Source: an optimization exercise on an open RTL-to-GDS flow (aim: small area). Production flows keep margins and buffers that such runs may drop. Function was checked by simulation only, so behaviour that the tests miss may differ from the original. Power and IR drop assume default switching activity.

## run A
==> flow/design.v (excerpt) <==
module sccb_responder
#(
    parameter logic [6:0] DEV_ID    = 7'h21,
    parameter int         REG_DEPTH = 256
) (
    input  logic       Clk,
    input  logic       Reset,
    input  logic       sioc_in,
    input  logic       siod_in,
    output logic       siod_oe,
    input  logic [7:0] obs_addr,
    output logic [7:0] obs_data,
    output logic       wr_valid,
    output logic [7:0] wr_addr,
    output logic [7:0] wr_data,
    output logic       busy,
    output logic       err
);
Size: ~3700 cells after synthesis, about 2100 flip-flops, roughly 40 I/O pins, roughly 55000 sq um of cells after synthesis.
Settings: LEC_CHECK=0, CAP_MARGIN=0, CORE_MARGIN=2, CORE_UTILIZATION=40, SLEW_MARGIN=0, SYNTH_HIERARCHICAL=1, SYNTH_MINIMUM_KEEP_SIZE=0; clock period 10.0 ns.
standard.sh (not shown) runs the stock make flow with config.mk's settings and CLKGATE_MAP_FILE= SYNTH_SCRIPT=/design/flow/synth_recipe.tcl, a recipe that flattens the netlist after the stock synthesis.
==> flow/flow/run.sh <==
#!/bin/bash
set -euo pipefail
export CTS_ARGS="-sink_clustering_enable -repair_clock_nets -dont_use_dummy_load -sink_clustering_size 18 -sink_clustering_max_diameter 50 -buf_list sky130_fd_sc_hd__clkbuf_8"
export BUFFER_PORTS_ARGS="-buffer_cell sky130_fd_sc_hd__buf_2"
bash standard.sh > make.log 2>&1
Per the final summary, run A finished and its layout is clean on timing, DRC and antenna.
Modified inputs, run B compared to run A
- CORE_UTILIZATION now 65, was 40
- SLEW_MARGIN now 5, was 0
- CAP_MARGIN now 5, was 0
==> flow/flow/run.sh <==
#!/bin/bash
set -euo pipefail
export CTS_ARGS="-sink_clustering_enable -repair_clock_nets -dont_use_dummy_load -sink_clustering_size 20 -sink_clustering_max_diameter 50 -buf_list sky130_fd_sc_hd__clkbuf_8"
export BUFFER_PORTS_ARGS="-buffer_cell sky130_fd_sc_hd__buf_2"
bash standard.sh > make.log 2>&1
Run B has per-cell via count in the routed design above what run A had.
Comparing run B and run A, the lower power density over cell area was measured on run A.
Relative to run A, the total power consumption of the routed design measured on run B has decreased slightly.
Looking at critical path depth, run B sits 1 below run A.
Run B vs. run A: count of filler cells inserted in the layout now sits lower; routed wire length now sits lower; number of signal-net inverters in the final layout now sits at about the same level.
Run B vs run A: routed wire length per instance up by more than 10%
[run B] minimum setup slack in the final design rose 0.16 ns relative to run A
The number of clock buffers in the layout in run B was lower than what run A gave.
### run B -> run C
- PLACE_DENSITY now 0.85, previously not set
- CORE_UTILIZATION now 80, was 65
==> flow/flow/run.sh <==
#!/bin/bash
set -euo pipefail
export CTS_ARGS="-sink_clustering_enable -repair_clock_nets -dont_use_dummy_load -sink_clustering_size 18 -sink_clustering_max_diameter 65 -buf_list sky130_fd_sc_hd__clkbuf_8"
export BUFFER_PORTS_ARGS="-buffer_cell sky130_fd_sc_hd__buf_2"
bash standard.sh > make.log 2>&1
## What came out
- No crash in run C: every stage finished, but the layout fails its final checks due to capacitance limit, slew limit.
- Detailed route wirelength on metal3, run B and run C: lower on run B
- Run C reports a lower clock share of power than run B does.
- Design internal power (lower): run C
- Re leftover overflow at the end of global routing: no difference whatsoever between run B and run C.
- NOTE number of vias in the routed layout run B->run C increased by a few percent
- Of run B and run C, run C shows the higher sequential fraction of total cell area, with run B below it.
- Run B has higher post-synthesis to final-layout area growth than run C.
- Going from run B to run C, die height lower; number of optimization iterations in the first detailed-route pass now larger; routed wire length rose about 5%; met2 global-route usage grew by 14 points.
Input changes introduced in run D (baseline for comparison: run C):
- removing PLACE_DENSITY (formerly 0.85)
- changing CORE_UTILIZATION from 80 to 65
==> flow/flow/run.sh <==
#!/bin/bash
set -euo pipefail
export CTS_ARGS="-sink_clustering_enable -repair_clock_nets -dont_use_dummy_load -sink_clustering_size 18 -sink_clustering_max_diameter 50 -buf_list sky130_fd_sc_hd__clkbuf_8"
export BUFFER_PORTS_ARGS="-buffer_cell sky130_fd_sc_hd__buf_2"
bash standard.sh > make.log 2>&1
Findings:
- Run D ran to completion and came out clean on the timing, DRC and antenna checks.
- Per the comparison of run D with run C, post-layout minimum cycle time saw a decrease, clock network power saw an increase, routed wire length saw a decrease.
- Per the comparison of run D with run C, design area climbed 430 sq um, height of the die climbed 11%, combinational power dropped about 4%.

Another version of the RTL of sccb_responder (not shown whole).
Size in the first run: about 3,800 cells after synthesis, ~40 I/O pins.
export LEC_CHECK = 0
export CAP_MARGIN = 10
export CORE_MARGIN = 2
export CORE_UTILIZATION = 65
export SLEW_MARGIN = 10
export SYNTH_HIERARCHICAL = 1
export SYNTH_MINIMUM_KEEP_SIZE = 0
create_clock -name core_clock -period 10.0 [get_ports {Clk}]
==> flow/flow/run.sh <==
#!/bin/bash
set -euo pipefail
export CTS_ARGS="-sink_clustering_enable -repair_clock_nets -dont_use_dummy_load -sink_clustering_size 18 -sink_clustering_max_diameter 50 -buf_list sky130_fd_sc_hd__clkbuf_8"
export BUFFER_PORTS_ARGS="-buffer_cell sky130_fd_sc_hd__buf_2"
bash standard.sh > make.log 2>&1
The baseline completed with no timing, DRC or antenna violations.
==> next run, changes <==
Settings changed: CAP_MARGIN 10 to 5, SLEW_MARGIN 10 to 5.
- This time the run completed and failed the layout checks on slew limit
- synthesized area stays the same
- first-iteration DRC count came out lower slightly
- cell area barely changes
- hold slack stays flat
- routed wire length barely changes
- combinational power stays flat
- flip-flop and latch count is unchanged
- core utilization stays flat
- setup slack is better by 0.0050 ns
- cell count hardly moves
- total power stays flat

RTL: one of the versions met above, not the one the previous note started from.
Size: ~3700 cells after synthesis, about 2100 flip-flops, about 40 I/O pins, about 0.055 sq mm of cells after synthesis.
==> flow/config.mk <==
export PLATFORM = sky130hd
export DESIGN_NAME = sccb_responder
export DESIGN_NICKNAME = sccb_responder
export VERILOG_FILES = /design/flow/design.v
export SDC_FILE = /design/flow/constraint.sdc
export NUM_CORES = 4
export LEC_CHECK = 0
export CAP_MARGIN = 20
export CORE_MARGIN = 2
export CORE_UTILIZATION = 40
export GPL_TIMING_DRIVEN = 0
export SLEW_MARGIN = 20
export SYNTH_HIERARCHICAL = 1
export SYNTH_MINIMUM_KEEP_SIZE = 0
==> flow/constraint.sdc <==
create_clock -name core_clock -period 10.0 [get_ports {Clk}]
set_input_delay 2.0000 -clock core_clock [delete_from_list [all_inputs] [get_ports {Clk}]]
set_output_delay 2.0000 -clock core_clock [all_outputs]
set_load 0.01 [all_outputs]
Scripts as last shown in full above: flow/flow/run.sh
==> next run, changes <==
CAP_MARGIN = 5   (was 20)
CORE_UTILIZATION = 70   (was 40)
GPL_TIMING_DRIVEN = unset   (was 0)
SLEW_MARGIN = 5   (was 20)
The new run reached the layout checks and failed them: max-capacitance violations, max-slew violations.
Total power went down by 2.1%.
Final area drops by 6.0%.
Maximum frequency rose by about 2.7%.
==> next run, changes <==
CAP_MARGIN = 20   (was 5)
CORE_UTILIZATION = 40   (was 70)
SLEW_MARGIN = 20   (was 5)
Effect: Now the flow completed with no timing, DRC or antenna violations. Routed wire length increases by about 3%. Core utilization goes down by 32 points. Global-route usage came out lower by 17 points. Count of clock-buffer cells in the layout climbs by 10.

== v29 ==
sccb_responder, a different RTL version from the one above (not shown whole).
For scale: ~3800 cells after synthesis.
==> flow/config.mk <==
export PLATFORM = sky130hd
export DESIGN_NAME = sccb_responder
export DESIGN_NICKNAME = sccb_responder
export VERILOG_FILES = /design/flow/design.v
export SDC_FILE = /design/flow/constraint.sdc
export NUM_CORES = 4
export LEC_CHECK = 0
export CAP_MARGIN = 20
export CORE_MARGIN = 2
export CORE_UTILIZATION = 40
export CTS_BUF_LIST = sky130_fd_sc_hd__clkbuf_8
export CTS_CLUSTER_DIAMETER = 50
export CTS_CLUSTER_SIZE = 16
export SETUP_SLACK_MARGIN = 0.3
export SLEW_MARGIN = 20
export SYNTH_HIERARCHICAL = 1
export SYNTH_MINIMUM_KEEP_SIZE = 0
==> flow/constraint.sdc <==
create_clock -name core_clock -period 10.0 [get_ports {Clk}]
set_input_delay 2.0000 -clock core_clock [delete_from_list [all_inputs] [get_ports {Clk}]]
set_output_delay 2.0000 -clock core_clock [all_outputs]
set_load 0.01 [all_outputs]
run.sh (not shown) runs the stock make flow with config.mk's settings and CLKGATE_MAP_FILE= SYNTH_SCRIPT=/design/flow/synth_recipe.tcl, a recipe that flattens the netlist after the stock synthesis.
Stock flow here: none of the scripts above is used.
Changes in v54 relative to v29:
# v29
export LEC_CHECK = 0
export CAP_MARGIN = 20
export CORE_MARGIN = 2
export CORE_UTILIZATION = 40
export CTS_BUF_LIST = sky130_fd_sc_hd__clkbuf_8
export CTS_CLUSTER_DIAMETER = 50
export CTS_CLUSTER_SIZE = 16
export SETUP_SLACK_MARGIN = 0.3
export SLEW_MARGIN = 20
export SYNTH_HIERARCHICAL = 1
export SYNTH_MINIMUM_KEEP_SIZE = 0
create_clock -name core_clock -period 10.0 [get_ports {Clk}]
# v54
export LEC_CHECK = 0
export CAP_MARGIN = 20
export CORE_MARGIN = 2
export CORE_UTILIZATION = 60
export CTS_BUF_LIST = sky130_fd_sc_hd__clkbuf_8
export CTS_CLUSTER_DIAMETER = 50
export CTS_CLUSTER_SIZE = 16
export SETUP_SLACK_MARGIN = 0.3
export SLEW_MARGIN = 20
export SYNTH_HIERARCHICAL = 1
export SYNTH_MINIMUM_KEEP_SIZE = 0
create_clock -name core_clock -period 10.0 [get_ports {Clk}]
[summary]
Looking at top achievable clock speed across both flows, v54 is the stronger of the two, with v29 trailing. [compare] base=v29 new=v54: combinational power rose about 3%, utilization now larger. When v54 is set beside v29, its setup slack after placement turns out to be 230 ps larger. Diff v29 -> v54: transition time of the tightest slew-check pin rose 180 ps, worst setup slack climbed 120 ps. v54 ended up with met5 as its uppermost layer routed; v29 ended up with met4.
[inputs] v39 vs v54
# v54
export LEC_CHECK = 0
export CAP_MARGIN = 20
export CORE_MARGIN = 2
export CORE_UTILIZATION = 60
export CTS_BUF_LIST = sky130_fd_sc_hd__clkbuf_8
export CTS_CLUSTER_DIAMETER = 50
export CTS_CLUSTER_SIZE = 16
export SETUP_SLACK_MARGIN = 0.3
export SLEW_MARGIN = 20
export SYNTH_HIERARCHICAL = 1
export SYNTH_MINIMUM_KEEP_SIZE = 0
create_clock -name core_clock -period 10.0 [get_ports {Clk}]
# v39
export LEC_CHECK = 0
export CAP_MARGIN = 20
export CORE_MARGIN = 2
export CORE_UTILIZATION = 40
export CTS_BUF_LIST = sky130_fd_sc_hd__clkbuf_8
export CTS_CLUSTER_DIAMETER = 50
export CTS_CLUSTER_SIZE = 16
export SETUP_SLACK_MARGIN = 0.3
export SLEW_MARGIN = 20
export SYNTH_HIERARCHICAL = 1
export SYNTH_MINIMUM_KEEP_SIZE = 0
create_clock -name core_clock -period 10.0 [get_ports {Clk}]
==> flow/flow/run.sh (new file) <==
#!/bin/bash
set -euo pipefail
export CTS_ARGS="-sink_clustering_enable -repair_clock_nets -dont_use_dummy_load -sink_clustering_size 18 -sink_clustering_max_diameter 50 -buf_list sky130_fd_sc_hd__clkbuf_8"
export BUFFER_PORTS_ARGS="-buffer_cell sky130_fd_sc_hd__buf_2"
bash standard.sh > make.log 2>&1
==> flow/standard.sh (new file) <==
#!/bin/bash
# synth_recipe.tcl (not shown) runs the flow's synth.tcl, then flattens the netlist and writes it again
# the make line also repeats each setting of config.mk as NAME=value (left out here)
make -C /OpenROAD-flow-scripts/flow DESIGN_CONFIG=/design/flow/config.mk WORK_HOME=/design/flow/orfs CLKGATE_MAP_FILE= SYNTH_SCRIPT=/design/flow/synth_recipe.tcl "${@:-finish}"
removed: flow/run.sh
==> results.txt <==
v39 | stages: all done | timing, DRC, antenna: all pass. Relative to v54, the number of well-tap cells placed of v39 is higher by 51%. Comparing v54 and v39, the lower area share of buffers outside the clock network is on v39. Via-per-instance ratio came out lower on v39 than on v54. Diff v54 -> v39: power saw a decrease, shortest clock period the worst path allows after layout has decreased, count of clock-net buffers in the final layout dropped about 13%, largest net degree at the start of global routing climbed about 33%. Of v54 and v39, v54 shows the higher worst hold slack, with v39 below it.

## static timing again, ports no longer ideal
The results above use ideal ports. As a check the final layouts listed here were re-extracted and re-timed, cells and wires unchanged.
Step 1 assumes that a clkbuf_16 drives the clock port and a buf_2 every other input.
Step 2 moves the port delays by t, midway between the first and last clock arrival at a register: inputs arrive t later, outputs are due t later. That takes back most of the time a late clock gives input paths.
Three values: no drivers, after step 1, after step 2; two values: the first two.
run | t (ns) | setup slack, ns | hold WS [ns] | clock arrival spread, ns
run A | 0.946 | 1.150 / 1.130 / 1.130 | 0.282 / 0.282 / 0.282 | 0.121 / 0.122
run B | 0.889 | 1.307 / 1.281 / 1.281 | 0.289 / 0.289 / 0.289 | 0.073 / 0.074
run C | 0.912 | 0.790 / 0.770 / 0.770 | 0.324 / 0.324 / 0.324 | 0.063 / 0.064
run D | 0.891 | 1.260 / 1.234 / 1.234 | 0.288 / 0.288 / 0.288 | 0.071 / 0.070
the first run of note 2 | 0.889 | 0.218 / 0.199 / 0.199 | 0.306 / 0.306 / 0.306 | 0.073 / 0.073
the second run of note 2 | 0.880 | 0.223 / 0.204 / 0.204 | 0.308 / 0.308 / 0.308 | 0.077 / 0.076
the first run of note 3 | 0.901 | 0.959 / 0.930 / 0.930 | 0.273 / 0.273 / 0.273 | 0.096 / 0.096
the second run of note 3 | 0.869 | 1.198 / 1.179 / 1.179 | 0.289 / 0.289 / 0.289 | 0.104 / 0.103
the third run of note 3 | 0.932 | 1.119 / 1.098 / 1.098 | 0.223 / 0.223 / 0.223 | 0.167 / 0.167
v29 | 0.999 | 0.493 / 0.471 / 0.471 | 0.318 / 0.318 / 0.318 | 0.052 / 0.052
v54 | 0.933 | 0.611 / 0.582 / 0.582 | 0.330 / 0.330 / 0.330 | 0.038 / 0.038
v39 | 0.940 | 1.518 / 1.500 / 1.500 | 0.282 / 0.282 / 0.282 | 0.097 / 0.097
